This is an optimization exercise on Yosys and OpenROAD, whose aim is small area, not a production implementation. The RTL was checked by simulation tests, not by an equivalence proof against the original design. Power is estimated from default activity; no workload was simulated.

--- flow/design.v ---
package phy_mgmt_pkg;
	localparam int MDIO_PREAMBLE_BITS = 32;	 
	localparam int MDIO_FRAME_BITS    = 64;	 
	localparam logic [1:0] MDIO_OP_WRITE = 2'b01;
	localparam logic [1:0] MDIO_OP_READ  = 2'b10;
	localparam int DEF_NUM_PHYS     = 4;	 
	localparam int DEF_RESET_CYCLES = 65535;	 
	localparam int DEF_MDC_HALF     = 25;	 
	localparam int DEF_ACT_STRETCH  = 16777215;
endpackage
`timescale 1ns/10ps
module phy_reset_seq #(
	parameter int NUM_PHYS     = phy_mgmt_pkg::DEF_NUM_PHYS,
	parameter int RESET_CYCLES = phy_mgmt_pkg::DEF_RESET_CYCLES
) (
	input  logic                clk_125mhz,
	input  logic                arst_n,
	output logic [NUM_PHYS-1:0] phy_rst_n
);
	logic [15:0] lfsr_q;
	logic        low_nz;	 
	logic        fb;
	assign low_nz = |lfsr_q[14:0];
	assign fb     = (lfsr_q[15] & low_nz) ^ lfsr_q[14] ^ lfsr_q[12] ^ lfsr_q[3];
	always_ff @(posedge clk_125mhz or negedge arst_n) begin
		if (!arst_n)
			lfsr_q <= 16'h0001;
		else
			lfsr_q <= {lfsr_q[14:0], fb};
	end
	assign phy_rst_n = {NUM_PHYS{!(lfsr_q[15] | low_nz)}};
endmodule
`timescale 1ns/10ps
module mdio_master (
	input  logic        clk_125mhz,
	input  logic        arst_n,
	input  logic [4:0]  phy_addr,
	input  logic [4:0]  reg_addr,
	input  logic [15:0] wr_data,
	input  logic        wr,
	input  logic        rd,
	output logic [15:0] rd_data,
	output logic        busy,
	output logic        mdc,
	output logic        mdio_o,
	output logic        mdio_oe,
	input  logic        mdio_i
);
	logic        wr_q, rd_q;	 
	logic        busy_q;
	logic        op_rd_q;	 
	logic [4:0]  div_q;	 
	logic        mdc_q;	 
	logic [5:0]  bit_q;	 
	logic [6:0]  half_q;
	logic [25:0] sr_q;	 
	logic [15:0] rd_data_q;
	logic        start_wr, start;
	logic        half_end, frame_done, shift;
	logic [4:0]  k_lo;	 
	always_ff @(posedge clk_125mhz or negedge arst_n) begin
		if (!arst_n) begin
			wr_q <= 1'b0;
			rd_q <= 1'b0;
		end else begin
			wr_q <= wr;
			rd_q <= rd;
		end
	end
	assign start_wr = wr && !wr_q;
	assign start    = start_wr || (rd && !rd_q);
	assign half_end   = (div_q == 5'h14);	 
	assign frame_done = half_end && (half_q == 7'd127);
	always_ff @(posedge clk_125mhz or negedge arst_n) begin
		if (!arst_n)
			busy_q <= 1'b0;
		else if (busy_q)
			busy_q <= !frame_done;
		else
			busy_q <= start;
	end
	always_ff @(posedge clk_125mhz) begin
		if (!busy_q || half_end)
			div_q <= '0;
		else
			div_q <= {div_q[3:0], !(div_q[4] ^ div_q[2])};
	end
	always_ff @(posedge clk_125mhz or negedge arst_n) begin
		if (!arst_n)
			mdc_q <= 1'b0;
		else if (!busy_q)
			mdc_q <= 1'b0;
		else if (half_end)
			mdc_q <= !mdc_q;
	end
	always_ff @(posedge clk_125mhz) begin
		if (!busy_q)
			bit_q <= '0;
		else if (half_end && mdc_q)
			bit_q <= bit_q + 1'b1;
	end
	assign half_q = {bit_q, mdc_q};
	assign k_lo  = half_q[5:1];
	assign shift = half_end && half_q[6] && (
		(half_q[0] && k_lo >= 5'd4 && k_lo <= 5'd13) ||
		(half_q[0] != op_rd_q && k_lo >= 5'd16));
	always_ff @(posedge clk_125mhz) begin
		if (!busy_q) begin
			op_rd_q <= !start_wr;	 
			sr_q    <= {phy_addr, reg_addr, wr_data};
		end else if (shift) begin
			sr_q    <= {sr_q[24:0], mdio_i};
		end
	end
	always_ff @(posedge clk_125mhz or negedge arst_n) begin
		if (!arst_n)
			rd_data_q <= '0;
		else if (busy_q && frame_done && op_rd_q)
			rd_data_q <= sr_q[15:0];
	end
	always_comb begin
		mdio_o = 1'b1;
		if (busy_q && half_q[6]) begin
			if (k_lo == 5'd0 || k_lo == 5'd15)
				mdio_o = 1'b0;	 
			else if (k_lo == 5'd2)
				mdio_o = op_rd_q;
			else if (k_lo == 5'd3)
				mdio_o = !op_rd_q;
			else if (k_lo >= 5'd4 && k_lo <= 5'd13)
				mdio_o = sr_q[25];
			else if (k_lo >= 5'd16)
				mdio_o = op_rd_q || sr_q[25];
		end
	end
	assign mdio_oe = busy_q && !(op_rd_q && half_q >= 7'd94);
	assign mdc     = half_q[0];
	assign busy    = busy_q;
	assign rd_data = rd_data_q;
endmodule
`timescale 1ns/10ps
module port_led_driver #(
	parameter int NUM_PHYS    = phy_mgmt_pkg::DEF_NUM_PHYS,
	parameter int ACT_STRETCH = phy_mgmt_pkg::DEF_ACT_STRETCH
) (
	input  logic                clk_125mhz,
	input  logic                arst_n,
	input  logic [NUM_PHYS-1:0] link_up,
	input  logic [NUM_PHYS-1:0] rx_start,
	output logic [NUM_PHYS-1:0] link_led,
	output logic [NUM_PHYS-1:0] act_led
);
	always_ff @(posedge clk_125mhz or negedge arst_n) begin
		if (!arst_n)
			link_led <= '0;
		else
			link_led <= link_up;	 
	end
	for (genvar i = 0; i < NUM_PHYS; i++) begin : g_act
		logic [23:0] lfsr_q;	 
		logic        on_q;
		logic        last;
		assign last = (lfsr_q == 24'h7fffff);
		always_ff @(posedge clk_125mhz) begin
			if (rx_start[i])
				lfsr_q <= '1;
			else
				lfsr_q <= {lfsr_q[22:0], lfsr_q[23] ^ lfsr_q[22] ^ lfsr_q[21] ^ lfsr_q[16]};
		end
		always_ff @(posedge clk_125mhz or negedge arst_n) begin
			if (!arst_n)
				on_q <= 1'b0;
			else
				on_q <= rx_start[i] | (on_q & !last);
		end
		assign act_led[i] = on_q;
	end
endmodule
`timescale 1ns/10ps
module phy_mgmt_top #(
	parameter int NUM_PHYS     = phy_mgmt_pkg::DEF_NUM_PHYS,
	parameter int RESET_CYCLES = phy_mgmt_pkg::DEF_RESET_CYCLES,
	parameter int MDC_HALF     = phy_mgmt_pkg::DEF_MDC_HALF,
	parameter int ACT_STRETCH  = phy_mgmt_pkg::DEF_ACT_STRETCH
) (
	input  logic                     clk_125mhz,
	input  logic                     arst_n,
	input  logic [5*NUM_PHYS-1:0]    req_phy_addr,
	input  logic [5*NUM_PHYS-1:0]    req_reg_addr,
	input  logic [16*NUM_PHYS-1:0]   req_wr_data,
	input  logic [NUM_PHYS-1:0]      req_wr,	 
	input  logic [NUM_PHYS-1:0]      req_rd,	 
	output logic [16*NUM_PHYS-1:0]   rsp_rd_data,
	output logic [NUM_PHYS-1:0]      rsp_busy,
	output logic [NUM_PHYS-1:0]      mdc,
	output logic [NUM_PHYS-1:0]      mdio_o,
	output logic [NUM_PHYS-1:0]      mdio_oe,
	input  logic [NUM_PHYS-1:0]      mdio_i,
	input  logic [NUM_PHYS-1:0]      link_up,
	input  logic [NUM_PHYS-1:0]      rx_start,	 
	output logic [NUM_PHYS-1:0]      phy_rst_n,
	output logic [NUM_PHYS-1:0]      link_led,
	output logic [NUM_PHYS-1:0]      act_led
);
	phy_reset_seq #(
		.NUM_PHYS     (NUM_PHYS),
		.RESET_CYCLES (RESET_CYCLES)
	) i_phy_reset_seq (
		.clk_125mhz (clk_125mhz),
		.arst_n     (arst_n),
		.phy_rst_n  (phy_rst_n)
	);
	for (genvar i = 0; i < NUM_PHYS; i++) begin : g_mdio
		mdio_master i_mdio_master (
			.clk_125mhz (clk_125mhz),
			.arst_n     (arst_n),
			.phy_addr   (req_phy_addr[5*i +: 5]),
			.reg_addr   (req_reg_addr[5*i +: 5]),
			.wr_data    (req_wr_data[16*i +: 16]),
			.wr         (req_wr[i]),
			.rd         (req_rd[i]),
			.rd_data    (rsp_rd_data[16*i +: 16]),
			.busy       (rsp_busy[i]),
			.mdc        (mdc[i]),
			.mdio_o     (mdio_o[i]),
			.mdio_oe    (mdio_oe[i]),
			.mdio_i     (mdio_i[i])
		);
	end
	port_led_driver #(
		.NUM_PHYS    (NUM_PHYS),
		.ACT_STRETCH (ACT_STRETCH)
	) i_port_led_driver (
		.clk_125mhz (clk_125mhz),
		.arst_n     (arst_n),
		.link_up    (link_up),
		.rx_start   (rx_start),
		.link_led   (link_led),
		.act_led    (act_led)
	);
endmodule
--- flow/run.sh ---
#!/bin/bash
# synth_recipe.tcl (not shown) runs the flow's synth.tcl, then flattens the netlist and writes it again
# the make line also repeats each setting of config.mk as NAME=value (left out here)
make -C /OpenROAD-flow-scripts/flow DESIGN_CONFIG=/design/flow/config.mk WORK_HOME=/design/flow/orfs CLKGATE_MAP_FILE= SYNTH_SCRIPT=/design/flow/synth_recipe.tcl finish
--- flow/config.mk ---
export PLATFORM = sky130hd
export DESIGN_NAME = phy_mgmt_top
export DESIGN_NICKNAME = phy_mgmt_top
export VERILOG_FILES = /design/flow/design.v
export SDC_FILE = /design/flow/constraint.sdc
export NUM_CORES = 4
export LEC_CHECK = 0
export CAP_MARGIN = 20
export CORE_MARGIN = 2
export CORE_UTILIZATION = 40
export SLEW_MARGIN = 20
--- flow/constraint.sdc ---
create_clock -name core_clock -period 8.0 [get_ports {clk_125mhz}]
set_input_delay 1.6000 -clock core_clock [delete_from_list [all_inputs] [get_ports {clk_125mhz}]]
set_output_delay 1.6000 -clock core_clock [all_outputs]
set_load 0.01 [all_outputs]
==> results of run 1 <==
## cell families after synthesis
family | Yosys count | share of synthesized area [%]
flops | 352 | 63.2
buf+inv | 92 | 3.54
compound gates | 63 | 3.19
simple gates | 264 | 11.5
xor+xnor | 29 | 1.86
fa+ha+maj | 24 | 2.20
mux | 173 | 14.5
## flip-flops by register name, summed over array words and instances (netlist names)
| register | cells |
|---|---|
| g_mdio.i_mdio_master.wr_q | 4 |
| g_mdio.i_mdio_master.rd_data_q | 64 |
| i_phy_reset_seq.lfsr_q | 16 |
| g_mdio.i_mdio_master.div_q | 20 |
| g_mdio.i_mdio_master.mdc_q | 4 |
| i_port_led_driver.g_act.on_q | 4 |
| i_port_led_driver.g_act.lfsr_q | 96 |
| g_mdio.i_mdio_master.busy_q | 4 |
| g_mdio.i_mdio_master.sr_q | 104 |
| g_mdio.i_mdio_master.op_rd_q | 4 |
| i_port_led_driver.link_led | 4 |
| g_mdio.i_mdio_master.bit_q | 24 |
| g_mdio.i_mdio_master.rd_q | 4 |
## through the flow
step                      worst slack (ps)  std cells
after detailed placement              4250       1613
after CTS                             3700       1683
after global routing                  3550       1683
after floorplan                       3530        997
final                                 3690       1683
after global placement                4320       1613
## cells in the mapped netlist (all sizes together) (15+ instances only)
cell / n / area, um^2
a21oi: 16 / 80.1
and2: 15 / 95.1
buf: 35 / 270
clkbuf: 25 / 93.8
dfrtp: 103 / 2580
dfxtp: 140 / 2800
edfxtp: 108 / 3240
ha: 24 / 300
inv: 30 / 113
mux2: 172 / 1970
nand2: 22 / 82.6
nand4: 31 / 194
nor2: 28 / 105
or2: 92 / 576
xnor2: 20 / 175
## final timing paths
kind                                                         end  slack (ps)  cells after the start
max                                                    mdio_o[0]        3690                      6
min                                   i_phy_reset_seq.lfsr_q[10]         370                      0
max reg2reg                g_mdio[3].i_mdio_master.rd_data_q[12]        5710                      4
min reg2reg                           i_phy_reset_seq.lfsr_q[10]         370                      0
max in group asynchronous   g_mdio[3].i_mdio_master.rd_data_q[1]        5590                      2
min in group asynchronous   g_mdio[0].i_mdio_master.rd_data_q[0]        1090                      1
## power by group through the flow
stage | clock [mW] | combinational (mW) | sequential, mW
global route | 1.84 | 0.0992 | 1.85
CTS | 1.77 | 0.0932 | 1.85
floorplan | 0 | 0.0111 | 1.88
detailed placement | 0 | 0.0925 | 1.88
global placement | 0 | 0.0918 | 1.88
finish | 1.71 | 0.0903 | 1.85
## metal layers
metal / up-vias / part of all wire [%] / global-route usage (%)
li1: 3939 / - / -
met1: 3932 / 46 / 20.4
met2: 174 / 45 / 24.1
met3: 43 / 6.6 / 4.60
met4: 0 / 2.0 / 4.45
met5: - / 0 / 0
## worst max-delay path: cells and delay by family, from the launching register on
| kind | cells | cell delay [ps] |
|---|---|---|
| AND/OR/NAND/NOR | 1 | 360 |
| AO/OA/AOI/OAI | 2 | 520 |
| flip-flops | 1 | 420 |
| buffers and inverters | 2 | 660 |
| adder cells (fa/ha/maj) | 1 | 230 |
## area by class of cell
| type | count | area share (%) |
|---|---|---|
| Clock inverter | 14 | 0.663 |
| Tap cell | 448 | 3.23 |
| Clock buffer | 56 | 6.34 |
| Timing Repair Buffer | 228 | 13.0 |
| Inverter | 32 | 0.692 |
| Sequential cell | 352 | 49.8 |
| Multi-Input combinational cell | 553 | 26.3 |
==> notes.md, run 1 <==
Residual DRC 0; Initial Util between 40% and 50%; routed vias/inst 4.81; post-DR wirelength/cell roughly 16 um; cell area power density 210 nW/um^2; count of buffers added by post-CTS timing repair for setup 0; ys flop type dfxtp_1; DIE HEIGHT between 150 and 200 um; cell-internal power between 2 and 3 mW; final critical delay including setup and external delays 4310 ps; first drt pass iteration count 4; syn_nets roughly 1100; Setup Crit Path Kind register to primary output; capturing element type of the critical path primary output; timing-limited maximum frequency between 200 and 250 MHz; number of max-cap violations 0; overall overflow remaining after global route 0; std cell rows 67; switching fraction of total power around 20%; Hold WC Path Type register to register; number of synthesized flops with an enable pin 108; Worst Min Path Start i_phy_reset_seq.lfsr_q[9]; root cell of the clock tree clkbuf_16; vias in the first global route between 8000 and 9000; gp weighted congestion 0.752; post-layout util between 50% and 60%; critical path's largest stage delay 540 ps; clock network fraction of design power a little under half; cts-stage hold buffer count 0; synthesized instance count about 1000; H-Tree Depth 2; endpoint required time on the critical path roughly 6400 ps; total wire length between 20000 and 30000 um; number of slew-limit violations in the final report 0; antenna diode instance count 0; multi-input logic area 4560 um^2; Net Sw Power 727 uW; average cell area after synthesis between 10 and 15 um^2; startpoint type of the worst setup path register; I/O pins between 200 and 250; Final Net Count around 1400; worst-skew pair later-pin latency between 500 and 600 ps; post-placement cell area 16100 um^2; worst-path maximum fanout 6; die outline area about 36000 um^2; worst IR drop on VDD 139 uV; count of filler cells inserted in the layout 2889; horizontal die dimension about 190 um; number of buffers on the longest clock path 3; actual slew at the worst max-slew pin 1020 ps; chain of cells forming the critical path inv_1 -> ha_1 -> or3_1 -> a2111oi_0 -> o31ai_1 -> clkdlybuf4s50_1; Slowest-stage cell, CP clkdlybuf4s50_1; area taken by flip-flops and latches 8650 um^2; CTS clk-pin slew, worst paths 60 ps; via total after detailed routing about 8100; overall global routing resource usage 15.3%; summed negative setup slack over all endpoints 0 ps; core area between 30000 and 40000 um^2; final count of negative-setup-slack endpoints 0; Worst EP arrival 2710 ps; layout cells sized above 1 between 20% and 30%; unrepaired setup endpoints after global routing false; number of buffers added on ports around 220; Detailed Place HPWL ~18000 um; number of hold violations in the final report 0; power share of the sequential group 50.6%; signed area change from the synthesized netlist to the final layout 26.9%; antenna violations before repair 1; fraction of the cycle the final worst path needs 53.9%; Design Power 3.65 mW; number of CTS-inserted buffers 39; Iteration-0 DRC Markers roughly 280; CTS tree done; global-route wire length before repair about 44000 um; fraction of synthesis flops using an asynchronous set or reset pin between 20 and 30%; relative contribution of combinational cells to total power under 10%; Reg-to-Reg Start g_mdio[3].i_mdio_master.div_q[1]; YS warnings 3; largest net degree at the start of global routing 63; setup skew after layout 10.4 ps; number of synthesized register bits 352; count of different cell masters after synthesis 52; share of the yosys chip area belonging to registers around 63%; final std cell area, no fill approximately 17000 um^2; status finished clean; count of antenna-violating nets left after detailed routing 0; Cell Area, Synth between 10000 and 15000 um^2; critical path startpoint g_mdio[0].i_mdio_master.bit_q[0]; WHS between 300 and 400 ps; Clock Sinks 352; most used cells in the layout excluding fill and tap cells 216 x clkdlybuf4s50_1, 162 x mux2_2, 140 x dfxtp_1; cell leakage power 6.92 nW; Worst slew margin 31.7%; leading cell type in the layout, fill and taps excluded clkdlybuf4s50_1; count of cells resized by post-cts repair 0
==> run 2: changes to the inputs <==
--- a/flow/design.v
+++ b/flow/design.v
@@ -54,4 +54,4 @@
 	logic [5:0]  bit_q;	 
-	logic [6:0]  half_q;
-	logic [25:0] sr_q;	 
+	logic [9:0]  addr_q;	 
+	logic [15:0] sr_q;	 
 	logic [15:0] rd_data_q;
@@ -59,3 +59,3 @@
 	logic        half_end, frame_done, shift;
-	logic [4:0]  k_lo;	 
+	logic [4:0]  j;	 
 	always_ff @(posedge clk_125mhz or negedge arst_n) begin
@@ -72,3 +72,3 @@
 	assign half_end   = (div_q == 5'h14);	 
-	assign frame_done = half_end && (half_q == 7'd127);
+	assign frame_done = half_end && mdc_q && (bit_q == 6'd63);
 	always_ff @(posedge clk_125mhz or negedge arst_n) begin
@@ -101,7 +101,4 @@
 	end
-	assign half_q = {bit_q, mdc_q};
-	assign k_lo  = half_q[5:1];
-	assign shift = half_end && half_q[6] && (
-		(half_q[0] && k_lo >= 5'd4 && k_lo <= 5'd13) ||
-		(half_q[0] != op_rd_q && k_lo >= 5'd16));
+	assign j = bit_q[4:0];
+	assign shift = half_end && bit_q[5] && j[4] && (mdc_q != op_rd_q);
 	always_ff @(posedge clk_125mhz) begin
@@ -109,6 +106,10 @@
 			op_rd_q <= !start_wr;	 
-			sr_q    <= {phy_addr, reg_addr, wr_data};
-		end else if (shift) begin
-			sr_q    <= {sr_q[24:0], mdio_i};
-		end
+			addr_q  <= {phy_addr, reg_addr};
+		end
+	end
+	always_ff @(posedge clk_125mhz) begin
+		if (!busy_q)
+			sr_q <= wr_data;
+		else if (shift)
+			sr_q <= {sr_q[14:0], mdio_i};
 	end
@@ -118,3 +119,3 @@
 		else if (busy_q && frame_done && op_rd_q)
-			rd_data_q <= sr_q[15:0];
+			rd_data_q <= sr_q;
 	end
@@ -122,17 +123,17 @@
 		mdio_o = 1'b1;
-		if (busy_q && half_q[6]) begin
-			if (k_lo == 5'd0 || k_lo == 5'd15)
-				mdio_o = 1'b0;	 
-			else if (k_lo == 5'd2)
+		if (busy_q && bit_q[5]) begin
+			if (j == 5'd0 || j == 5'd15)
+				mdio_o = 1'b0;
+			else if (j == 5'd2)
 				mdio_o = op_rd_q;
-			else if (k_lo == 5'd3)
+			else if (j == 5'd3)
 				mdio_o = !op_rd_q;
-			else if (k_lo >= 5'd4 && k_lo <= 5'd13)
-				mdio_o = sr_q[25];
-			else if (k_lo >= 5'd16)
-				mdio_o = op_rd_q || sr_q[25];
-		end
-	end
-	assign mdio_oe = busy_q && !(op_rd_q && half_q >= 7'd94);
-	assign mdc     = half_q[0];
+			else if (j >= 5'd4 && j <= 5'd13)
+				mdio_o = addr_q[5'd13 - j];
+			else if (j >= 5'd16)
+				mdio_o = op_rd_q || sr_q[15];
+		end
+	end
+	assign mdio_oe = busy_q && !(op_rd_q && bit_q >= 6'd47);
+	assign mdc     = mdc_q;
 	assign busy    = busy_q;
@@ -159,11 +160,10 @@
 	for (genvar i = 0; i < NUM_PHYS; i++) begin : g_act
-		logic [23:0] lfsr_q;	 
+		logic [23:0] q;	 
 		logic        on_q;
 		logic        last;
-		assign last = (lfsr_q == 24'h7fffff);
+		assign last = &q;
 		always_ff @(posedge clk_125mhz) begin
-			if (rx_start[i])
-				lfsr_q <= '1;
-			else
-				lfsr_q <= {lfsr_q[22:0], lfsr_q[23] ^ lfsr_q[22] ^ lfsr_q[21] ^ lfsr_q[16]};
+			for (int b = 1; b < 24; b++)
+				q[b] <= !(rx_start[i] | q[b-1]);
+			q[0] <= !rx_start[i] & (q[23] ^ q[22] ^ q[21] ^ q[16]);
 		end
==> flow/flow/run.sh (new file) <==
#!/bin/bash
set -euo pipefail
bash standard.sh \
	"BUFFER_PORTS_ARGS=-buffer_cell sky130_fd_sc_hd__buf_1" \
	"CTS_ARGS=-sink_clustering_enable -repair_clock_nets -dont_use_dummy_load -sink_clustering_size 20 -sink_clustering_max_diameter 40 -buf_list sky130_fd_sc_hd__clkbuf_8" \
	"RECOVER_POWER=100" \
	"MATCH_CELL_FOOTPRINT=0" \
	finish > flow_make.log 2>&1
==> flow/standard.sh (new file) <==
#!/bin/bash
# synth_recipe.tcl (not shown) runs the flow's synth.tcl, then flattens the netlist and writes it again
# the make line also repeats each setting of config.mk as NAME=value (left out here)
make -C /OpenROAD-flow-scripts/flow DESIGN_CONFIG=/design/flow/config.mk WORK_HOME=/design/flow/orfs CLKGATE_MAP_FILE= SYNTH_SCRIPT=/design/flow/synth_recipe.tcl "${@:-finish}"
--- a/flow/config.mk
+++ b/flow/config.mk
@@ -9,3 +9,3 @@
 export CORE_MARGIN = 2
-export CORE_UTILIZATION = 40
+export CORE_UTILIZATION = 70
 export SLEW_MARGIN = 20
removed: flow/run.sh
==> notes.md, run 2 <==
number of buffers added on ports 217; CTS tree done; Worst Min Path Start i_phy_reset_seq.lfsr_q[2]; top flop regs i_port_led_driver.g_act.q (96), g_mdio.i_mdio_master.rd_data_q (64), g_mdio.i_mdio_master.sr_q (64); GR Util met3 just under 5%; leading post-synthesis cells by instance count 143 x nor2_1, 140 x dfxtp_1, 109 x mux2_2; largest cells by area after synthesis edfxtp_1 24%, dfxtp_1 21%, dfrtp_1 19%; overall overflow remaining after global route 0; endpoint required time on the critical path 6400 ps; clock network fraction of design power between 30% and 40%; setup skew after layout approximately 43 ps; synthesized instance count around 1000; setup slack on the worst flop-to-flop path 4000 ps; area leader, netlist edfxtp_1; summed negative setup slack over all endpoints 0 ps; number of synthesized register bits 352; count of different cell masters after synthesis just under 60; final count of negative-setup-slack endpoints 0; number of CTS-inserted buffers 36; number of flip-flops under the largest register name 96; cell leakage power around 6 nW; number of synthesized flops with an enable pin between 100 and 150; post-DR wirelength/cell roughly 17 um; switching fraction of total power between 20% and 30%; leading cell type in the layout, fill and taps excluded buf_1; capturing element type of the critical path primary output; root cell of the clock tree clkbuf_8; worst-path maximum fanout 26; core area approximately 19000 um^2; Residual DRC 0; signed area change from the synthesized netlist to the final layout 8.61%; H-Tree Depth 2; count of filler cells inserted in the layout between 1000 and 1500; failing layout criteria max-capacitance violations, max-slew violations; worst-case hold path end point i_phy_reset_seq.lfsr_q[3]; Initial Util about 70%; largest net degree at the start of global routing 55; Setup Crit Path Kind register to primary output; count of antenna-violating nets left after detailed routing 0; Worst slew margin -98.3%; number of hold violations in the final report 0; horizontal die dimension approximately 140 um; routed vias/inst 5.47; timing-limited maximum frequency 233 MHz; count of cells resized by post-cts repair 0; YS warnings 3; leading cell type by number of instances after synthesis nor2_1; cell-internal power roughly 2.3 mW; layer carrying the most global-route usage met2; status finished with violations; std cell rows 50; met2 track utilization from global routing between 30 and 40%; CTS clk-pin slew, worst paths approximately 70 ps; post-layout util about four fifths; length in cells of the worst reg-to-reg path 5; number of slew-limit violations in the final report between 60 and 70; final critical delay including setup and external delays around 4300 ps; vias in the first global route 7967; Worst EP arrival between 2000 and 3000 ps; GR Util met1 about a third; gp weighted congestion 0.833; layout cells sized above 1 12.4%; cell area power density between 150 and 200 nW/um^2; fraction of synthesis flops using an asynchronous set or reset pin approximately 30%; first drt pass iteration count 4; Iteration-0 DRC Markers ~360; cell count of the worst hold path 0; average cell area after synthesis about 13 um^2; I/O pins about 220; most used cells in the layout excluding fill and tap cells 212 x buf_1, 143 x nor2_1, 140 x dfxtp_1; startpoint type of the worst setup path register; fraction of the cycle the final worst path needs 53.6%; ys flop type dfxtp_1; Hold WC Path Type register to register; most flop-heavy register i_port_led_driver.g_act.q; r2r endpoint g_mdio[3].i_mdio_master.rd_data_q[11]; total wire length about 24000 um; DIE HEIGHT approximately 140 um; Cell Area, Synth between 10000 and 15000 um^2; actual slew at the worst max-slew pin a little under 3000 ps; count of buffers added by post-CTS timing repair for setup 0; area share of the leading cell type in the synthesized netlist 24.0%; power share of the sequential group around 66%; via total after detailed routing about 8000; global-route wire length before repair around 39000 um; share of the yosys chip area belonging to registers 64.0%; Detailed Place HPWL ~17000 um; unrepaired setup endpoints after global routing false; worst-skew pair later-pin latency between 500 and 600 ps; number of max-cap violations 2; Final Net Count 1365; antenna diode instance count 0; die outline area between 20000 and 25000 um^2; syn_nets ~1200; antenna violations before repair 0; Net Sw Power 587 uW; overall global routing resource usage between 20% and 30%; cts-stage hold buffer count 0; relative contribution of combinational cells to total power ~2.5%; number of buffers on the longest clock path 3; Clock Sinks around 350; Reg-to-Reg Start g_mdio[3].i_mdio_master.busy_q; worst IR drop on VDD about 190 uV
run 2: changes by cell type after synthesis, sizes merged, moves of 12 or more:
| cell | before | now |
|---|---|---|
| mux2 | 172 | 129 |
| or3 | 14 | 2 |
| xor2 | 9 | 22 |
| or2 | 92 | 1 |
| nor2 | 28 | 143 |
| mux2i | 1 | 17 |
run 2: logic make-up after synthesis:
logic type	Yosys count	share of synthesized area [%]
AO/OA/AOI/OAI	52	2.66
XOR/XNOR	37	2.40
adder cells (fa/ha/maj)	32	2.96
buffers and inverters	89	3.53
flip-flops	352	64.0
multiplexers	150	13.2
AND/OR/NAND/NOR	295	11.3
run 2: worst max-delay path by stage:
stage / cells past startpoint / startpoint / to / slack [ps]
floorplan: 7 / g_mdio[3].i_mdio_master.bit_q[1] / mdio_o[3] / 4620
global placement: 7 / g_mdio[2].i_mdio_master.bit_q[1] / mdio_o[2] / 4430
detailed placement: 7 / g_mdio[2].i_mdio_master.bit_q[1] / mdio_o[2] / 4400
CTS: 7 / g_mdio[2].i_mdio_master.bit_q[1] / mdio_o[2] / 3820
global route: 5 / g_mdio[3].i_mdio_master.busy_q / mdio_o[3] / 3390
finish: 5 / g_mdio[0].i_mdio_master.busy_q / mdio_o[0] / 3710
run 2: layout make-up:
class / instances / area [um^2] / share of cell area [%]
clock buffer: 36 / 495 / 3.37
inverter: 26 / 97.6 / 0.664
multi-input combinational: 566 / 4270 / 29.1
sequential: 352 / 8650 / 58.9
tap: 260 / 325 / 2.21
timing repair buffer: 225 / 848 / 5.78
run 2: per-stage QoR:
stage	hold slack (ps)	power (mW)	std cells	area [um^2]	setup WS, ps
floorplan	354	1.97	1007	13500	4620
global placement	358	2.01	1428	14300	4430
finish	365	2.90	1465	14700	3710
CTS	363	2.93	1464	14800	3820
detailed placement	361	2.01	1428	14300	4400
global route	380	3.01	1465	14700	3390
run 2: metal layers:
layer | up-vias | part of all wire, %
met5 | - | 0
met4 | 0 | 1.8
met3 | 36 | 5.2
met2 | 190 | 48
met1 | 3899 | 45
li1 | 3889 | -
run 2: critical path, stage by stage, from the launching register on:
cell	delay [ps]
dfrtp_1	340
clkbuf_1	950
nand2_1	220
nor4_1	380
a31oi_1	130
buf_1	140
run 2: power by group through the flow:
stage	combinational (mW)	sequential [mW]	clock, mW
after floorplan	0.0319	1.94	0
after global placement	0.0710	1.94	0
after detailed placement	0.0736	1.94	0
after CTS	0.0741	1.90	0.955
after global routing	0.0830	1.91	1.01
final	0.0718	1.90	0.926
==> run 3: changes to the inputs <==
==> flow/flow/run.sh (replaced) <==
#!/bin/bash
set -euo pipefail
bash standard.sh \
	"BUFFER_PORTS_ARGS=-buffer_cell sky130_fd_sc_hd__buf_1" \
	"CTS_ARGS=-sink_clustering_enable -repair_clock_nets -dont_use_dummy_load -sink_clustering_size 16 -sink_clustering_max_diameter 60 -buf_list sky130_fd_sc_hd__clkbuf_8" \
	finish > flow_make.log 2>&1
==> notes.md, run 3 <==
setup slack on the worst flop-to-flop path approximately 5400 ps; count of antenna-violating nets left after detailed routing 0; gp weighted congestion between 0.8 and 0.9; overall overflow remaining after global route 0; CTS tree done; Reg-to-Reg Start g_mdio[1].i_mdio_master.busy_q; number of synthesized register bits approximately 350; final critical delay including setup and external delays 4220 ps; most flop-heavy register i_port_led_driver.g_act.q; vias in the first global route 7958; final count of negative-setup-slack endpoints 0; count of different cell masters after synthesis 59; final std cell area, no fill 14700 um^2; Initial Util a little under three quarters; largest net degree at the start of global routing 55; total wire length between 20000 and 25000 um; signed area change from the synthesized netlist to the final layout 8.76%; unrepaired setup endpoints after global routing false; synthesized instance count about 1000; area share of the leading cell type in the synthesized netlist around a quarter; number of CTS-inserted buffers 26; leading cell type in the layout, fill and taps excluded buf_1; syn_nets 1165; capturing element type of the critical path primary output; I/O pins 218; actual slew at the worst max-slew pin between 1000 and 1500 ps; number of placed instances, taps included roughly 1400; leading cell type by number of instances after synthesis nor2_1; number of hold violations in the final report 0; final setup slack of the worst path ~3800 ps; core area between 15000 and 20000 um^2; Clock Sinks between 300 and 400; die outline area approximately 20000 um^2; worst-skew pair later-pin latency ~570 ps; count of cells resized by post-cts repair 0; endpoint required time on the critical path around 6400 ps; average cell area after synthesis 13.4 um^2; global-route wire length before repair ~39000 um; length in cells of the worst reg-to-reg path 3; Worst EP arrival approximately 2600 ps; fraction of synthesis flops using an asynchronous set or reset pin 29.5%; Residual DRC 0; Setup Crit Path Kind register to primary output; fraction of the cycle the final worst path needs a little over half; Final Net Count roughly 1400; setup skew after layout about 32 ps; critical path startpoint g_mdio[2].i_mdio_master.bit_q[1]; r2r endpoint g_mdio[1].i_mdio_master.rd_data_q[8]; number of synthesized flops with an enable pin 108; cell leakage power 6.03 nW; Worst slew margin between 20% and 30%; H-Tree Depth 1; non-filler cells in the finished layout between 1000 and 1500; most used cells in the layout excluding fill and tap cells 216 x buf_1, 143 x nor2_1, 140 x dfxtp_1; root cell of the clock tree clkbuf_8; horizontal die dimension 143 um; status finished clean; via total after detailed routing approximately 8000; YS warnings 3; overall global routing resource usage between 20% and 30%; cell area power density approximately 190 nW/um^2; number of buffers added on ports ~220; Iteration-0 DRC Markers between 300 and 400; antenna diode instance count 0; WHS around 380 ps; number of max-cap violations 0; destination of the critical timing path mdio_o[2]; leading post-synthesis cells by instance count 143 x nor2_1, 140 x dfxtp_1, 109 x mux2_2; summed negative setup slack over all endpoints 0 ps; count of buffers added by post-CTS timing repair for setup 0; number of flip-flops under the largest register name 96; area leader, netlist edfxtp_1; top flop regs i_port_led_driver.g_act.q (96), g_mdio.i_mdio_master.rd_data_q (64), g_mdio.i_mdio_master.sr_q (64); post-DR wirelength/cell 16.6 um; antenna violations before repair 0; layout cells sized above 1 between 10% and 20%; share of the yosys chip area belonging to registers 64.0%; Hold WC Path Type register to register; routed vias/inst between 5 and 6; number of buffers on the longest clock path 3; Detailed Place HPWL around 17000 um; first drt pass iteration count 4; setup slack after placement roughly 4400 ps; cts-stage hold buffer count 0; worst IR drop on VDD between 150 and 200 uV; std cell rows 50; DIE HEIGHT roughly 140 um; Cell Area, Synth 13500 um^2; ys flop type dfxtp_1; post-placement cell area 14300 um^2; timing-limited maximum frequency 237 MHz; CTS clk-pin slew, worst paths ~90 ps; Design Power roughly 2.8 mW; post-layout util ~78%; largest cells by area after synthesis edfxtp_1 24%, dfxtp_1 21%, dfrtp_1 19%; startpoint type of the worst setup path register; number of slew-limit violations in the final report 0; worst-path maximum fanout 10
[run 3: cell counts after synthesis]
No cell type changed its count.
[run 3: final cells by class]
class | instances | area [um^2]
clock buffer | 26 | 358
fill | 1227 | 4120
inverter | 26 | 97.6
multi-input combinational | 566 | 4400
sequential | 352 | 8650
tap | 260 | 325
timing repair buffer | 225 | 882
[run 3: cells by family (layout without fill, tap and decap cells)]
| family | count (synthesis) | in the layout | share of synthesized area, % |
|---|---|---|---|
| mux | 150 | 150 | 13.2 |
| buf+inv | 89 | 277 | 3.53 |
| compound gates | 52 | 52 | 2.66 |
| fa+ha+maj | 32 | 32 | 2.96 |
| flops | 352 | 352 | 64.0 |
| xor+xnor | 37 | 37 | 2.40 |
| simple gates | 295 | 295 | 11.3 |
[run 3: worst min-delay path by stage]
stage                                          start                         end  slack (ps)  cells past startpoint
after floorplan            i_phy_reset_seq.lfsr_q[1]   i_phy_reset_seq.lfsr_q[2]         350                      0
after global placement     i_phy_reset_seq.lfsr_q[9]  i_phy_reset_seq.lfsr_q[10]         360                      0
after detailed placement   i_phy_reset_seq.lfsr_q[9]  i_phy_reset_seq.lfsr_q[10]         360                      0
after CTS                 i_phy_reset_seq.lfsr_q[13]  i_phy_reset_seq.lfsr_q[14]         370                      0
after global routing      i_phy_reset_seq.lfsr_q[13]  i_phy_reset_seq.lfsr_q[14]         380                      0
final                     i_phy_reset_seq.lfsr_q[13]  i_phy_reset_seq.lfsr_q[14]         380                      0
[run 3: critical path, stage by stage, from the launching register on]
cell,delay [ps]
dfxtp_1,520
inv_1,140
ha_1,370
or4_1,480
nor2_1,120
nor4_1,60
a31oi_1,180
buf_1,180
[run 3: power breakdown]
| group | internal [mW] | switching [mW] | leakage (nW) |
|---|---|---|---|
| combinational | 0.0311 | 0.0408 | 2.33 |
| clock | 0.291 | 0.506 | 0.187 |
| sequential | 1.88 | 0.0225 | 3.51 |
| total | 2.20 | 0.569 | 6.03 |
[run 3: routing by layer]
metal	global-route usage [%]	up-vias	part of all wire, %
met5	0	-	0
met4	7.24	0	2.5
met3	3.92	48	4.9
met2	39.3	179	47
met1	32.5	3922	45
li1	-	3873	-
==> run 4: changes to the inputs <==
==> flow/flow/run.sh (replaced) <==
#!/bin/bash
set -euo pipefail
KNOBS=(
	"BUFFER_PORTS_ARGS=-buffer_cell sky130_fd_sc_hd__buf_1"
	"CTS_ARGS=-sink_clustering_enable -repair_clock_nets -dont_use_dummy_load -sink_clustering_size 16 -sink_clustering_max_diameter 60 -buf_list sky130_fd_sc_hd__clkbuf_8"
)
bash standard.sh "${KNOBS[@]}" synth > flow_synth.log 2>&1
ODB=$(ls -d orfs/results/*/phy_mgmt_top/base)/1_synth.odb \
	openroad -no_init -exit flow/downsize.tcl > flow_downsize.log 2>&1
bash standard.sh "${KNOBS[@]}" finish > flow_make.log 2>&1
==> flow/flow/downsize.tcl (new file) <==
# Gives every combinational cell of the synthesized netlist the smallest
# drive strength of its own cell family (same function and pins, e.g.
# mux2_4 -> mux2_1). Flip-flops and clock cells are left alone. The later
# repair steps of the flow size up again wherever slew, capacitance or
# timing need it.
read_db $::env(ODB)
set db [ord::get_db]
set smallest [dict create]
foreach lib [$db getLibs] {
  foreach m [$lib getMasters] {
    set n [$m getName]
    if {![regexp {^(sky130_fd_sc_hd__[a-z0-9]+)_([0-9]+)$} $n -> base drive]} { continue }
    set a [expr {[$m getWidth] * [$m getHeight]}]
    if {![dict exists $smallest $base] || $a < [lindex [dict get $smallest $base] 1]} {
      dict set smallest $base [list $m $a]
    }
  }
}
set swapped 0
foreach inst [[ord::get_db_block] getInsts] {
  set m [$inst getMaster]
  set n [$m getName]
  if {![regexp {^(sky130_fd_sc_hd__[a-z0-9]+)_([0-9]+)$} $n -> base drive]} { continue }
  if {[regexp {^sky130_fd_sc_hd__(df|edf|sdf|sedf|dl|clk|conb|tap|fill|decap|diode|lpflow|probe)} $n]} { continue }
  set best [lindex [dict get $smallest $base] 0]
  if {[$best getName] ne $n && [lindex [dict get $smallest $base] 1] < [$m getWidth] * [$m getHeight]} {
    puts "swap [$inst getName] $n -> [$best getName]"
    $inst swapMaster $best
    incr swapped
  }
}
puts "downsize: swapped $swapped cells"
write_db $::env(ODB)
==> notes.md, run 4 <==
Reg-to-Reg Start g_mdio[2].i_mdio_master.busy_q; post-placement cell area 14200 um^2; synthesized instance count about 1000; Cell Area, Synth ~13000 um^2; timing-limited maximum frequency ~240 MHz; via total after detailed routing about 7900; number of flip-flops under the largest register name 96; status finished clean; overall overflow remaining after global route 0; count of filler cells inserted in the layout 1213; count of cells resized by post-cts repair 0; most used cells in the layout excluding fill and tap cells 216 x buf_1, 143 x nor2_1, 140 x dfxtp_1; destination of the critical timing path mdio_o[2]; H-Tree Depth 1; unrepaired setup endpoints after global routing false; endpoint required time on the critical path 6400 ps; syn_nets approximately 1200; worst-skew pair later-pin latency roughly 560 ps; antenna violations before repair 0; length in cells of the worst reg-to-reg path 3; cts-stage hold buffer count 0; capturing element type of the critical path primary output; routed vias/inst roughly 5.5; Design Power roughly 2.8 mW; CTS clk-pin slew, worst paths approximately 100 ps; final std cell area, no fill around 15000 um^2; number of slew-limit violations in the final report 0; r2r endpoint g_mdio[2].i_mdio_master.rd_data_q[7]; first drt pass iteration count 4; Iteration-0 DRC Markers ~380; count of buffers added by post-CTS timing repair for setup 0; Hold WC Path Type register to register; fraction of the cycle the final worst path needs 52.4%; Residual DRC 0; Worst EP arrival around 2600 ps; cell leakage power around 5.9 nW; Worst slew margin between 30% and 40%; DIE HEIGHT between 100 and 150 um; number of placed instances, taps included 1403; setup skew after layout around 26 ps; root cell of the clock tree clkbuf_8; final critical delay including setup and external delays between 4000 and 5000 ps; leading cell type in the layout, fill and taps excluded buf_1; startpoint type of the worst setup path register; setup slack after placement 4400 ps; worst-path maximum fanout 10; final setup slack of the worst path roughly 3800 ps; antenna diode instance count 0; total wire length 23500 um; global-route wire length before repair roughly 38000 um; overall global routing resource usage a little under a quarter; layout cells sized above 1 12.9%; summed negative setup slack over all endpoints 0 ps; top flop regs i_port_led_driver.g_act.q (96), g_mdio.i_mdio_master.rd_data_q (64), g_mdio.i_mdio_master.sr_q (64); number of CTS-inserted buffers 26; die outline area 20000 um^2; count of antenna-violating nets left after detailed routing 0; Initial Util between 70 and 80%; worst IR drop on VDD 164 uV; core area around 19000 um^2; Detailed Place HPWL 16800 um; CTS tree done; largest net degree at the start of global routing 56; non-filler cells in the finished layout approximately 1400; I/O pins 218; Setup Crit Path Kind register to primary output; actual slew at the worst max-slew pin between 900 and 1000 ps; number of buffers added on ports about 220; std cell rows 50; number of buffers on the longest clock path 3; final count of negative-setup-slack endpoints 0; setup slack on the worst flop-to-flop path ~5400 ps; most flop-heavy register i_port_led_driver.g_act.q; signed area change from the synthesized netlist to the final layout 9.80%; YS warnings 3; vias in the first global route about 7900; Final Net Count about 1400; post-DR wirelength/cell approximately 16 um; gp weighted congestion about 0.8; number of hold violations in the final report 0; horizontal die dimension about 140 um; critical path startpoint g_mdio[2].i_mdio_master.bit_q[1]; average cell area after synthesis 13.1 um^2; cell area power density 190 nW/um^2; number of max-cap violations 0; Clock Sinks 352
## run 4: report_power, final
part	total, mW	leakage [nW]	switching, mW	internal, mW
combinational	0.0725	2.25	0.0413	0.0311
clock	0.790	0.187	0.499	0.291
sequential	1.90	3.51	0.0217	1.88
## run 4: worst min-delay path by stage
stage | startpoint | endpoint | slack [ps] | cells after the start
4_1_cts | i_phy_reset_seq.lfsr_q[6] | i_phy_reset_seq.lfsr_q[7] | 360 | 0
3_5_place_dp | i_phy_reset_seq.lfsr_q[2] | i_phy_reset_seq.lfsr_q[3] | 360 | 0
3_3_place_gp | i_phy_reset_seq.lfsr_q[9] | i_phy_reset_seq.lfsr_q[10] | 360 | 0
6_report | i_phy_reset_seq.lfsr_q[4] | i_phy_reset_seq.lfsr_q[5] | 360 | 0
5_1_grt | i_phy_reset_seq.lfsr_q[6] | i_phy_reset_seq.lfsr_q[7] | 370 | 0
2_1_floorplan | i_phy_reset_seq.lfsr_q[1] | i_phy_reset_seq.lfsr_q[2] | 350 | 0
## run 4: worst max-delay path, cell delays in order (launching register included)
cell and delay [ps]:
dfxtp_1 520, inv_1 140, ha_1 370, or4_1 470, nor2_1 100, nor4_1 50
a31oi_1 220, buf_1 180
## run 4: routing by layer
| metal | share of wire (%) | track usage (%) | vias to the layer above |
|---|---|---|---|
| li1 | - | - | 3864 |
| met2 | 49 | 40.5 | 195 |
| met1 | 44 | 30.8 | 3805 |
| met4 | 1.8 | 5.58 | 0 |
| met3 | 5.8 | 4.72 | 35 |
| met5 | 0 | 0 | - |
## run 4: layout make-up
type	count	area [um^2]	area share [%]
tap	234	293	2.02
clock buffer	26	358	2.46
sequential	352	8650	59.6
timing repair buffer	225	878	6.05
multi-input combinational	566	4250	29.2
inverter	26	97.6	0.672
## run 4: stage by stage
stage	utilization, %	hold WS, ps
floorplan	-	354
global placement	76.0	359
detailed placement	76.0	361
CTS	77.9	358
global route	77.9	367
finish	77.9	361
==> run 5: changes to the inputs <==
--- a/flow/flow/run.sh
+++ b/flow/flow/run.sh
@@ -1,4 +1,17 @@
 #!/bin/bash
+# The standard layout (standard.sh: floorplan, power grid and taps as
+# standard), with these changes:
+#  - synthesis is synth_recipe.tcl with an area-oriented ABC script
+#    (area_synth.tcl, area.script); registers are untouched;
+#  - after synthesis, combinational cells get the smallest drive strength of
+#    their family (downsize.tcl); the flow's repair steps size up as needed;
+#  - port buffers are buf_1 instead of the resizer's default pick;
+#  - clock tree of clkbuf_8 with sink clusters of at most 16 flops, without
+#    dummy loads.
+# Each tool's full output goes to a log file in the work folder; ORFS's own
+# per-step logs stay under orfs/logs.
 set -euo pipefail
+export FLOW_WORK=$PWD
 KNOBS=(
+	"SYNTH_SCRIPT=$PWD/flow/area_synth.tcl"
 	"BUFFER_PORTS_ARGS=-buffer_cell sky130_fd_sc_hd__buf_1"
==> flow/flow/area.script (new file) <==
strash
&get -n
&st
&syn3
&put
dch -f
amap
==> flow/flow/area_synth.tcl (new file) <==
# The standard flow's synthesis (synth_recipe.tcl, unchanged), except that ABC maps the
# logic with an area-oriented script (area.script) in place of ORFS's speed
# script. Registers are mapped by Yosys before ABC runs, so they are the
# same as in the standard synthesis.
proc abc {args} {
  set i [lsearch -exact $args -script]
  lset args [expr {$i + 1}] [file join $::env(FLOW_WORK) flow area.script]
  yosys abc {*}$args
}
source [file join $::env(FLOW_WORK) synth_recipe.tcl]
==> notes.md, run 5 <==
core area around 17000 um^2; count of cells resized by post-cts repair 0; number of buffers on the longest clock path 3; number of synthesized register bits ~350; vias in the first global route 8355; endpoint required time on the critical path ~6400 ps; Chip Area, Yosys 12600 um^2; die outline area about 19000 um^2; worst IR drop on VDD 198 uV; leading cell type in the layout, fill and taps excluded buf_1; post-placement cell area 13700 um^2; unrepaired setup endpoints after global routing false; fraction of the cycle the final worst path needs 58.8%; Setup Crit Path Kind register to primary output; via total after detailed routing slightly below 9000; Worst EP arrival 3110 ps; length in cells of the worst reg-to-reg path 8; CTS clk-pin slew, worst paths around 90 ps; Initial Util a little under three quarters; ys flop type dfxtp_1; count of buffers added by post-CTS timing repair for setup 0; first drt pass iteration count 5; r2r endpoint g_mdio[3].i_mdio_master.rd_data_q[11]; number of synthesized flops with an enable pin about 110; post-DR wirelength/cell 18.1 um; Detailed Place HPWL 18000 um; final count of negative-setup-slack endpoints 0; cell area power density about 230 nW/um^2; Hold WC Path Type register to register; overall overflow remaining after global route 0; area leader, netlist edfxtp_1; average cell area after synthesis 12.7 um^2; total wire length ~26000 um; number of slew-limit violations in the final report 0; largest cells by area after synthesis edfxtp_1 26%, dfxtp_1 22%, dfrtp_1 20%; synthesized instance count between 900 and 1000; Final Net Count roughly 1400; overall global routing resource usage roughly 27%; most flop-heavy register i_port_led_driver.g_act.q; Cell Area, Synth between 10000 and 15000 um^2; routed vias/inst approximately 6.0; Clock Sinks 352; H-Tree Depth 1; number of buffers added on ports 217; count of different cell masters after synthesis 32; Iteration-0 DRC Markers 650; number of hold violations in the final report 0; antenna diode instance count 0; area taken by flip-flops and latches 8650 um^2; startpoint type of the worst setup path register; worst-path maximum fanout 10; share of the yosys chip area belonging to registers between 60% and 70%; area share of the leading cell type in the synthesized netlist 25.7%; top flop regs i_port_led_driver.g_act.q (96), g_mdio.i_mdio_master.rd_data_q (64), g_mdio.i_mdio_master.sr_q (64); leading cell type by number of instances after synthesis nor2_1; destination of the critical timing path mdio_o[2]; setup skew after layout between 15 and 20 ps; Residual DRC 0; leading post-synthesis cells by instance count 144 x nor2_1, 140 x dfxtp_1, 132 x o22a_1; most used cells in the layout excluding fill and tap cells 216 x buf_1, 144 x nor2_1, 140 x dfxtp_1; gp weighted congestion 0.884; syn_nets around 1100; fraction of synthesis flops using an asynchronous set or reset pin between 20% and 30%; critical path startpoint g_mdio[2].i_mdio_master.bit_q[1]; number of flip-flops under the largest register name 96; CTS tree done; multi-input logic area about 3600 um^2; timing-limited maximum frequency about 210 MHz; cell leakage power 5.35 nW; Reg-to-Reg Start g_mdio[3].i_mdio_master.div_q[0]; YS warnings 3; number of max-cap violations 0; final critical delay including setup and external delays approximately 4700 ps; final std cell area, no fill 14000 um^2; capturing element type of the critical path primary output; Worst slew margin between 30 and 40%; number of CTS-inserted buffers 25; root cell of the clock tree clkbuf_8; worst-skew pair later-pin latency ~550 ps; layout cells sized above 1 3.61%; I/O pins ~220; antenna violations before repair 0; summed negative setup slack over all endpoints 0 ps; count of antenna-violating nets left after detailed routing 0; std cell rows 48; DIE HEIGHT about 140 um; actual slew at the worst max-slew pin just over 1000 ps; global-route wire length before repair just over 40000 um; setup slack on the worst flop-to-flop path between 5000 and 6000 ps; horizontal die dimension approximately 140 um; cts-stage hold buffer count 0; signed area change from the synthesized netlist to the final layout 11.8%; status finished clean; largest net degree at the start of global routing around 70; Worst Min Path Start i_phy_reset_seq.lfsr_q[1]; count of filler cells inserted in the layout 1073
-- run 5: report_power, final --
part | leakage, nW | total (mW) | internal, mW | switching (mW)
logic | 1.65 | 0.352 | 0.147 | 0.205
registers | 3.51 | 2.05 | 1.95 | 0.0939
clock network | 0.180 | 0.783 | 0.281 | 0.502
-- run 5: logic make-up after synthesis --
family | after synthesis | synth area share [%]
buffers and inverters | 82 | 3.12
flip-flops | 352 | 68.5
AND/OR/NAND/NOR | 265 | 9.36
AO/OA/AOI/OAI | 253 | 15.8
adder cells (fa/ha/maj) | 32 | 3.17
-- run 5: critical path, stage by stage, from the launching register on --
cell and delay [ps]:
dfxtp_1 530, clkinv_1 280, ha_1 390, nor3_1 200, a21oi_1 60, nor2_1 90
o32ai_1 120, o22a_1 210, o22a_1 150, a311oi_1 220, or3_1 150, buf_1 160
-- run 5: routing by layer --
layer	vias to the layer above	share of wire [%]	track usage [%]	wire length (um)
met5	-	0	0	0
met4	0	2.8	8.33	724
met3	58	6.8	4.42	1790
met2	330	47	43.8	12300
met1	4186	43	39.1	11400
li1	4124	-	-	-
-- run 5: how the worst min path moves through the flow --
stage | end | slack [ps] | depth (start not counted)
final | i_phy_reset_seq.lfsr_q[2] | 390 | 0
after global routing | i_phy_reset_seq.lfsr_q[3] | 390 | 0
after CTS | i_phy_reset_seq.lfsr_q[3] | 390 | 0
after detailed placement | i_phy_reset_seq.lfsr_q[3] | 370 | 0
after global placement | i_phy_reset_seq.lfsr_q[5] | 360 | 0
after floorplan | i_phy_reset_seq.lfsr_q[3] | 350 | 0
-- run 5: per-stage QoR --
stage	setup slack, ps	util (%)	cells	hold slack, ps	power, mW
2_1_floorplan	4230	-	984	354	2.30
5_1_grt	2990	80.5	1445	393	3.33
4_1_cts	3290	80.5	1445	387	3.19
3_3_place_gp	3990	78.5	1420	358	2.40
3_5_place_dp	3880	78.5	1420	365	2.43
6_report	3290	80.5	1445	387	3.18
-- run 5: final cells by class --
type | count | area share, %
clock buffer | 25 | 2.45
inverter | 59 | 1.58
multi-input combinational | 550 | 25.5
sequential | 352 | 61.7
tap | 225 | 2.01
timing repair buffer | 234 | 6.74
==> run 6: changes to the inputs <==
--- a/flow/design.v
+++ b/flow/design.v
@@ -109,8 +109,8 @@
 	end
-	always_ff @(posedge clk_125mhz) begin
-		if (!busy_q)
-			sr_q <= wr_data;
-		else if (shift)
-			sr_q <= {sr_q[14:0], mdio_i};
-	end
+	logic ld, sh, hold;
+	assign ld   = !busy_q;
+	assign sh   = busy_q && shift;
+	assign hold = busy_q && !shift;
+	always_ff @(posedge clk_125mhz)
+		sr_q <= ({16{ld}} & wr_data) | ({16{sh}} & {sr_q[14:0], mdio_i}) | ({16{hold}} & sr_q);
 	always_ff @(posedge clk_125mhz or negedge arst_n) begin
==> notes.md, run 6 <==
cell area power density between 150 and 200 nW/um^2; vias in the first global route between 8000 and 9000; final critical delay including setup and external delays about 4700 ps; average cell area after synthesis about 11 um^2; count of different cell masters after synthesis 35; post-synthesis compound-gate area fraction between 15 and 20%; H-Tree Depth 1; Slowest-stage cell, CP dfxtp_1; count of antenna-violating nets left after detailed routing 0; count of buffers added by post-CTS timing repair for setup 0; number of hold violations in the final report 0; CTS tree done; Setup Crit Path Kind register to primary output; total wire length around 26000 um; setup slack on the worst flop-to-flop path 5120 ps; antenna diode instance count 0; simple-gate portion of the synthesized area a little under an eighth; total number of cells along the worst setup path 12; leading post-synthesis cells by instance count 204 x dfxtp_1, 140 x nor2_1, 106 x nand2_1; Worst slew margin 27.1%; unrepaired setup endpoints after global routing false; gp weighted congestion approximately 0.9; I/O pins ~220; fraction of synthesis flops using an asynchronous set or reset pin ~30%; worst-skew pair later-pin latency 560 ps; cell count of the worst hold path 1; count of cells resized by post-cts repair 0; dominant combinational cell family by area after synthesis compound AO/OA/AOI/OAI gates; number of buffers on the longest clock path 3; setup skew after layout slightly below 30 ps; cell leakage power about 5.5 nW; Initial Util between 70% and 80%; DIE HEIGHT ~140 um; endpoint required time on the critical path 6400 ps; Design Power between 2 and 3 mW; Net Sw Power around 570 uW; number of synthesized register bits 352; worst path bufs/invs 2; largest cells by area after synthesis dfxtp_1 33%, dfrtp_1 21%, edfxtp_1 11%; area leader, netlist dfxtp_1; synthesized-area fraction occupied by adder cells under 10%; critical path's largest stage delay 540 ps; horizontal die dimension 137 um; overall global routing resource usage between 20% and 30%; std cell rows between 40 and 50; power share of the sequential group just under 70%; cell family with most CP delay compound AO/OA/AOI/OAI gates; ys flop type dfxtp_1; overall overflow remaining after global route 0; leading cell type by number of instances after synthesis dfxtp_1; switching fraction of total power between 20% and 30%; most used cells in the layout excluding fill and tap cells 216 x buf_1, 204 x dfxtp_1, 140 x nor2_1; post-placement cell area approximately 13000 um^2; Hold WC Path Type register to register; worst IR drop on VDD 181 uV; cell-internal power between 2 and 2.5 mW; die outline area about 19000 um^2; Residual DRC 0; final count of negative-setup-slack endpoints 0; Detailed Place HPWL roughly 18000 um; startpoint type of the worst setup path register; actual slew at the worst max-slew pin about 1100 ps; worst-case hold path end point i_port_led_driver.g_act[1].q[16]; fraction of the cycle the final worst path needs roughly three fifths; first drt pass iteration count 5; number of buffers added on ports between 200 and 250; most flop-heavy register i_port_led_driver.g_act.q; Worst EP arrival slightly above 3000 ps; post-DR wirelength/cell about 17 um; routed vias/inst about 6; YS warnings 3; final std cell area, no fill roughly 14000 um^2; synthesized instance count 1126; capturing element type of the critical path primary output; area share of the leading cell type in the synthesized netlist about a third; Chip Area, Yosys 12500 um^2; number of CTS-inserted buffers 26; clock network fraction of design power 29.2%; via total after detailed routing about 9300; chain of cells forming the critical path clkinv_1 -> ha_1 -> nor3_1 -> a21oi_1 -> nor2_1 -> o32ai_1 -> o32a_1 -> o22a_1 -> a311oi_1 -> nor2_1 -> nand2_1 -> buf_1; number of synthesized flops with an enable pin between 40 and 50; worst-path maximum fanout 10; share of the yosys chip area belonging to registers around 64%; CTS clk-pin slew, worst paths 90 ps; status finished clean; CP dominant cell by count nor2_1; number of slew-limit violations in the final report 0; timing-limited maximum frequency 213 MHz; portion of netlist area occupied by mux cells 0%; Worst Min Path Start i_port_led_driver.g_act[1].q[15]; layout cells sized above 1 under 10%; root cell of the clock tree clkbuf_8; number of max-cap violations 0; length in cells of the worst reg-to-reg path 6; Cell Area, Synth roughly 12000 um^2; Iteration-0 DRC Markers 612; WHS around 380 ps; XOR/XNOR Fraction of Synth Area less than 1%; Reg-to-Reg Start g_mdio[3].i_mdio_master.busy_q; antenna violations before repair 0; relative contribution of combinational cells to total power 2.7%; Clock Sinks around 350; syn_nets 1284; signed area change from the synthesized netlist to the final layout 11.6%; core area ~17000 um^2; number of flip-flops under the largest register name 96; Final Net Count 1515; post-layout util roughly four fifths; cts-stage hold buffer count 0; summed negative setup slack over all endpoints 0 ps; r2r endpoint g_mdio[3].i_mdio_master.rd_data_q[10]; largest net degree at the start of global routing 55; global-route wire length before repair 41300 um; top flop regs i_port_led_driver.g_act.q (96), g_mdio.i_mdio_master.rd_data_q (64), g_mdio.i_mdio_master.sr_q (64); leading cell type in the layout, fill and taps excluded buf_1
==> run 6: cells by family (layout without fill, tap and decap cells) <==
kind of cell               after synthesis  after routing
AOI/OAI and AO/OA                      318            318
xor gates and xnor gates                 1              1
adders and majority gates               32             32
buffers and inverters                   89            318
DFF                                    352            352
and+or+nand+nor                        334            334
==> run 6: worst max path at each step <==
stage / startpoint / endpoint / slack [ps]
final: g_mdio[2].i_mdio_master.bit_q[1] / mdio_o[2] / 3310
after global routing: g_mdio[2].i_mdio_master.bit_q[1] / mdio_o[2] / 3080
after CTS: g_mdio[2].i_mdio_master.bit_q[1] / mdio_o[2] / 3320
after detailed placement: g_mdio[2].i_mdio_master.bit_q[1] / mdio_o[2] / 3920
after global placement: g_mdio[2].i_mdio_master.bit_q[1] / mdio_o[2] / 4080
after floorplan: g_mdio[2].i_mdio_master.bit_q[1] / mdio_o[2] / 4230
==> run 6: power groups by stage <==
stage / combinational, mW / sequential [mW] / clock [mW]
3_3_place_gp: 0.0694 / 1.89 / 0
2_1_floorplan: 0.0231 / 1.89 / 0
4_1_cts: 0.0735 / 1.85 / 0.812
3_5_place_dp: 0.0729 / 1.89 / 0
6_report: 0.0723 / 1.85 / 0.796
5_1_grt: 0.0830 / 1.86 / 0.871
==> run 6: layout make-up <==
type,count,area [um^2]
flip-flops and latches,352,8010
multi-input cells,685,4060
fillers,1126,3450
repair buffers,226,886
clock buffers,26,358
well taps,225,282
inverters,66,248
==> run 6: through the flow <==
| stage | setup slack, ps | std cells |
|---|---|---|
| floorplan | 4230 | 1126 |
| global placement | 4080 | 1554 |
| detailed placement | 3920 | 1554 |
| CTS | 3320 | 1580 |
| global route | 3080 | 1580 |
| finish | 3310 | 1580 |
==> run 6: metal layers <==
| layer | vias up | GRT usage (%) | share of wire [%] |
|---|---|---|---|
| li1 | 4533 | - | - |
| met1 | 4419 | 39.0 | 44 |
| met2 | 290 | 42.9 | 46 |
| met3 | 70 | 4.07 | 5.9 |
| met4 | 0 | 9.39 | 3.3 |
| met5 | - | 0 | 0 |
==> run 6: worst register-to-register path, delay by kind of cell (launching register included) <==
family / cells / cell delay [ps]
buf+inv: 3 / 1170
simple gates: 2 / 710
flops: 1 / 500
compound gates: 1 / 400
==> run 7: changes to the inputs <==
--- a/flow/design.v
+++ b/flow/design.v
@@ -121,17 +121,6 @@
 	end
-	always_comb begin
-		mdio_o = 1'b1;
-		if (busy_q && bit_q[5]) begin
-			if (j == 5'd0 || j == 5'd15)
-				mdio_o = 1'b0;
-			else if (j == 5'd2)
-				mdio_o = op_rd_q;
-			else if (j == 5'd3)
-				mdio_o = !op_rd_q;
-			else if (j >= 5'd4 && j <= 5'd13)
-				mdio_o = addr_q[5'd13 - j];
-			else if (j >= 5'd16)
-				mdio_o = op_rd_q || sr_q[15];
-		end
-	end
+	logic [15:0] hdr;
+	assign hdr = {1'b0, 1'b1, op_rd_q, !op_rd_q, addr_q, 1'b1, 1'b0};
+	assign mdio_o = !busy_q || !bit_q[5] ||
+		(j[4] ? (op_rd_q || sr_q[15]) : hdr[4'd15 - j[3:0]]);
 	assign mdio_oe = busy_q && !(op_rd_q && bit_q >= 6'd47);
--- a/flow/flow/run.sh
+++ b/flow/flow/run.sh
@@ -3,4 +3,5 @@
 # standard), with these changes:
-#  - synthesis is synth_recipe.tcl with an area-oriented ABC script
-#    (area_synth.tcl, area.script); registers are untouched;
+#  - synthesis is synth_recipe.tcl with area-oriented ABC scripts
+#    (area_synth.tcl, abc_*.script; the smallest result is kept);
+#    registers are untouched;
 #  - after synthesis, combinational cells get the smallest drive strength of
==> flow/flow/abc_a5.script (new file) <==
strash
dch
amap
==> flow/flow/abc_b1.script (new file) <==
strash
dch -f
amap
==> flow/flow/abc_b4.script (new file) <==
strash
dch
amap -F 200 -A 100
==> flow/flow/abc_c6.script (new file) <==
strash
dch -f
amap -m
==> flow/flow/abc_c7.script (new file) <==
strash
&get -n
&st
&syn3
&put
dch -f
amap
==> flow/flow/abc_d1.script (new file) <==
strash
&get -n
&st
&syn3
&put
dch -f
amap
==> flow/flow/abc_d3.script (new file) <==
strash
&get -n
&st
&syn3
&dc2
&put
dch -f
amap
==> flow/flow/abc_d4.script (new file) <==
strash
&get -n
&st
&synch2
&put
dch -f
amap
==> flow/flow/area_synth.tcl (replaced) <==
# The standard flow's synthesis (synth_recipe.tcl, unchanged), except that ABC maps the
# logic with area-oriented scripts (abc_*.script here) in place of ORFS's
# speed script: each is tried on the same input and the netlist with the
# smallest cell area is kept. Registers are mapped by Yosys before ABC runs,
# so they are the same as in the standard synthesis.
proc abc {args} {
  set i [lsearch -exact $args -script]
  set libs {}
  foreach lib $::env(LIB_FILES) { lappend libs -liberty $lib }
  set scripts [lsort [glob [file join $::env(FLOW_WORK) flow abc_*.script]]]
  yosys design -save my_pre_abc
  set best_area ""
  foreach script $scripts {
    yosys design -load my_pre_abc
    lset args [expr {$i + 1}] $script
    yosys abc {*}$args
    set report [tee -q -s result.string stat {*}$libs]
    if {![regexp {Chip area for module '[^']*': ([0-9.]+)} $report -> area]} { continue }
    puts "area_synth: [file tail $script] gives $area"
    if {$best_area eq "" || $area < $best_area} {
      set best_area $area
      set best_script $script
      yosys design -save my_best_abc
    }
  }
  puts "area_synth: keeping [file tail $best_script] ($best_area)"
  yosys design -load my_best_abc
}
source [file join $::env(FLOW_WORK) synth_recipe.tcl]
removed: flow/flow/area.script
==> notes.md, run 7 <==
status finished clean; YS warnings 3; routed vias/inst 5.94; post-layout util 80.0%; final count of negative-setup-slack endpoints 0; number of flip-flops under the largest register name 96; final critical delay including setup and external delays ~4000 ps; root cell of the clock tree clkbuf_8; final std cell area, no fill 13300 um^2; synthesized instance count between 1000 and 1500; endpoint required time on the critical path roughly 6400 ps; area share of the leading cell type in the synthesized netlist 34.2%; clock network fraction of design power 22.9%; average cell area after synthesis ~12 um^2; setup slack after placement around 4300 ps; worst-skew pair later-pin latency 560 ps; Design Power between 3 and 4 mW; switching fraction of total power a little over a quarter; Hold WC Path Type register to register; Iteration-0 DRC Markers around 800; first drt pass iteration count 9; share of the yosys chip area belonging to registers 67.1%; startpoint type of the worst setup path register; largest cells by area after synthesis dfxtp_1 34%, dfrtp_1 22%, edfxtp_1 11%; gp weighted congestion 0.835; most flop-heavy register i_port_led_driver.g_act.q; fraction of the cycle the final worst path needs ~51%; vias in the first global route between 8000 and 9000; top flop regs i_port_led_driver.g_act.q (96), g_mdio.i_mdio_master.rd_data_q (64), g_mdio.i_mdio_master.sr_q (64); number of hold violations in the final report 0; via total after detailed routing about 8700; antenna diode instance count 0; capturing element type of the critical path primary output; core area roughly 17000 um^2; WHS 385 ps; Chip Area, Yosys between 10000 and 15000 um^2; number of synthesized register bits 352; count of buffers added by post-CTS timing repair for setup 0; number of buffers added on ports 217; global-route wire length before repair about 38000 um; std cell rows 47; antenna violations before repair 1; Final Net Count 1374; DIE HEIGHT between 100 and 150 um; cell leakage power 5.22 nW; area leader, netlist dfxtp_1; leading post-synthesis cells by instance count 204 x dfxtp_1, 146 x nor2_1, 120 x clkinv_1; unrepaired setup endpoints after global routing false; worst IR drop on VDD 216 uV; largest net degree at the start of global routing between 70 and 80; I/O pins roughly 220; Net Sw Power between 800 and 900 uW; Clock Sinks 352; actual slew at the worst max-slew pin about 1100 ps; Initial Util between 70 and 80%; horizontal die dimension approximately 130 um; Cell Area, Synth 11800 um^2; CTS clk-pin slew, worst paths roughly 90 ps; ys flop type dfxtp_1; fraction of synthesis flops using an asynchronous set or reset pin 29.5%; power share of the sequential group 64.1%; non-filler cells in the finished layout around 1500; post-DR wirelength/cell ~17 um; number of max-cap violations 0; number of synthesized flops with an enable pin between 40 and 50; Detailed Place HPWL 16600 um; number of CTS-inserted buffers 25; leading cell type by number of instances after synthesis dfxtp_1; most used cells in the layout excluding fill and tap cells 216 x buf_1, 204 x dfxtp_1, 146 x nor2_1; relative contribution of combinational cells to total power between 10% and 20%; timing-limited maximum frequency ~250 MHz; setup skew after layout 29.7 ps; number of placed instances, taps included 1432; total wire length 24100 um; cell area power density between 200 and 300 nW/um^2; Setup Crit Path Kind register to primary output; layout cells sized above 1 just under 3%; signed area change from the synthesized netlist to the final layout 12.1%; count of cells resized by post-cts repair 0; leading cell type in the layout, fill and taps excluded buf_1; cts-stage hold buffer count 0; cell-internal power 2.49 mW; overall global routing resource usage between 20% and 30%; CTS tree done; overall overflow remaining after global route 0; count of different cell masters after synthesis 34; worst-path maximum fanout 34; number of slew-limit violations in the final report 0; post-placement cell area approximately 13000 um^2; summed negative setup slack over all endpoints 0 ps; Residual DRC 0; syn_nets about 1100; Worst slew margin between 20% and 30%; number of buffers on the longest clock path 3; count of antenna-violating nets left after detailed routing 0; die outline area ~18000 um^2; Worst EP arrival roughly 2500 ps; final setup slack of the worst path ~4000 ps; H-Tree Depth 1
run 7: changes by cell type in the layout (fill, tap and decap cells not counted), moves of 24 or more:
cell,delta
nand2_1,-77
clkinv_1,+53
a22oi_1,-52
a222oi_1,+64
ha_1,-24
o21ai_0,-53
run 7: final timing paths:
path                                                 from                                   end  slack, ps  cells past startpoint
min reg2reg                     i_phy_reset_seq.lfsr_q[4]             i_phy_reset_seq.lfsr_q[5]        380                      0
max in group asynchronous                          arst_n  g_mdio[3].i_mdio_master.rd_data_q[4]       5650                      2
max                        g_mdio[3].i_mdio_master.busy_q                            mdio_oe[3]       3920                      3
max reg2reg                g_mdio[3].i_mdio_master.busy_q       g_mdio[3].i_mdio_master.sr_q[3]       4980                      4
min                             i_phy_reset_seq.lfsr_q[4]             i_phy_reset_seq.lfsr_q[5]        380                      0
min in group asynchronous                          arst_n  g_mdio[2].i_mdio_master.rd_data_q[5]       1040                      1
run 7: layer usage:
layer / track usage (%) / wire [um] / share of wire [%]
met1: 36.6 / 10500 / 44
met2: 42.4 / 11300 / 47
met3: 4.80 / 1700 / 7.0
met4: 7.66 / 584 / 2.4
met5: 0 / 0 / 0
run 7: layout make-up:
class / count / area, um^2
Fill cell: 1096 / 3310
Multi-Input combinational cell: 516 / 3300
Tap cell: 220 / 275
Clock buffer: 25 / 344
Inverter: 120 / 450
Sequential cell: 352 / 8010
Timing Repair Buffer: 225 / 898
run 7: logic make-up after synthesis:
kind of cell | count (synthesis) | share of synthesized area (%)
AOI/OAI and AO/OA | 243 | 16.8
buffers and inverters | 143 | 5.22
xor gates and xnor gates | 1 | 0.0734
DFF | 352 | 67.1
and+or+nand+nor | 264 | 9.91
adders and majority gates | 8 | 0.839
run 7: worst max-delay path, stage by stage (launching register included):
cell	delay (ps)
dfrtp_1	580
clkinv_1	850
nor2_1	340
buf_1	180
run 7: power groups by stage:
stage	Combinational [mW]	Sequential (mW)	Clock, mW
after floorplan	0.336	2.15	0
after global placement	0.419	2.19	0
after detailed placement	0.442	2.20	0
after CTS	0.445	2.16	0.794
after global routing	0.504	2.19	0.863
final	0.442	2.17	0.774

## what the ideal ports hide
No port has a modelled driver above. Below, the same layouts with a new extraction and two added sets of constraints.
Step 1 assumes that a clkbuf_16 drives the clock port and a buf_2 every other input.
Step 2 times the ports against the registers' clock, not the clock port: input delays grow and output delays shrink by t, the midpoint of the rising clock arrivals with the driver on.
a / b / c = ideal ports / drivers / drivers and shift; a / b = the first two.
run | t, ns | setup slack, ns
run 1 | 0.560 | 3.691 / 3.641 / 4.201
run 2 | 0.546 | 3.708 / 3.670 / 3.425
run 3 | 0.593 | 3.782 / 3.743 / 4.335
run 4 | 0.591 | 3.806 / 3.766 / 4.358
run 5 | 0.588 | 3.294 / 3.252 / 3.840
run 6 | 0.585 | 3.310 / 3.269 / 3.855
run 7 | 0.584 | 3.921 / 3.879 / 4.463
Setup slack includes reset recovery checks.
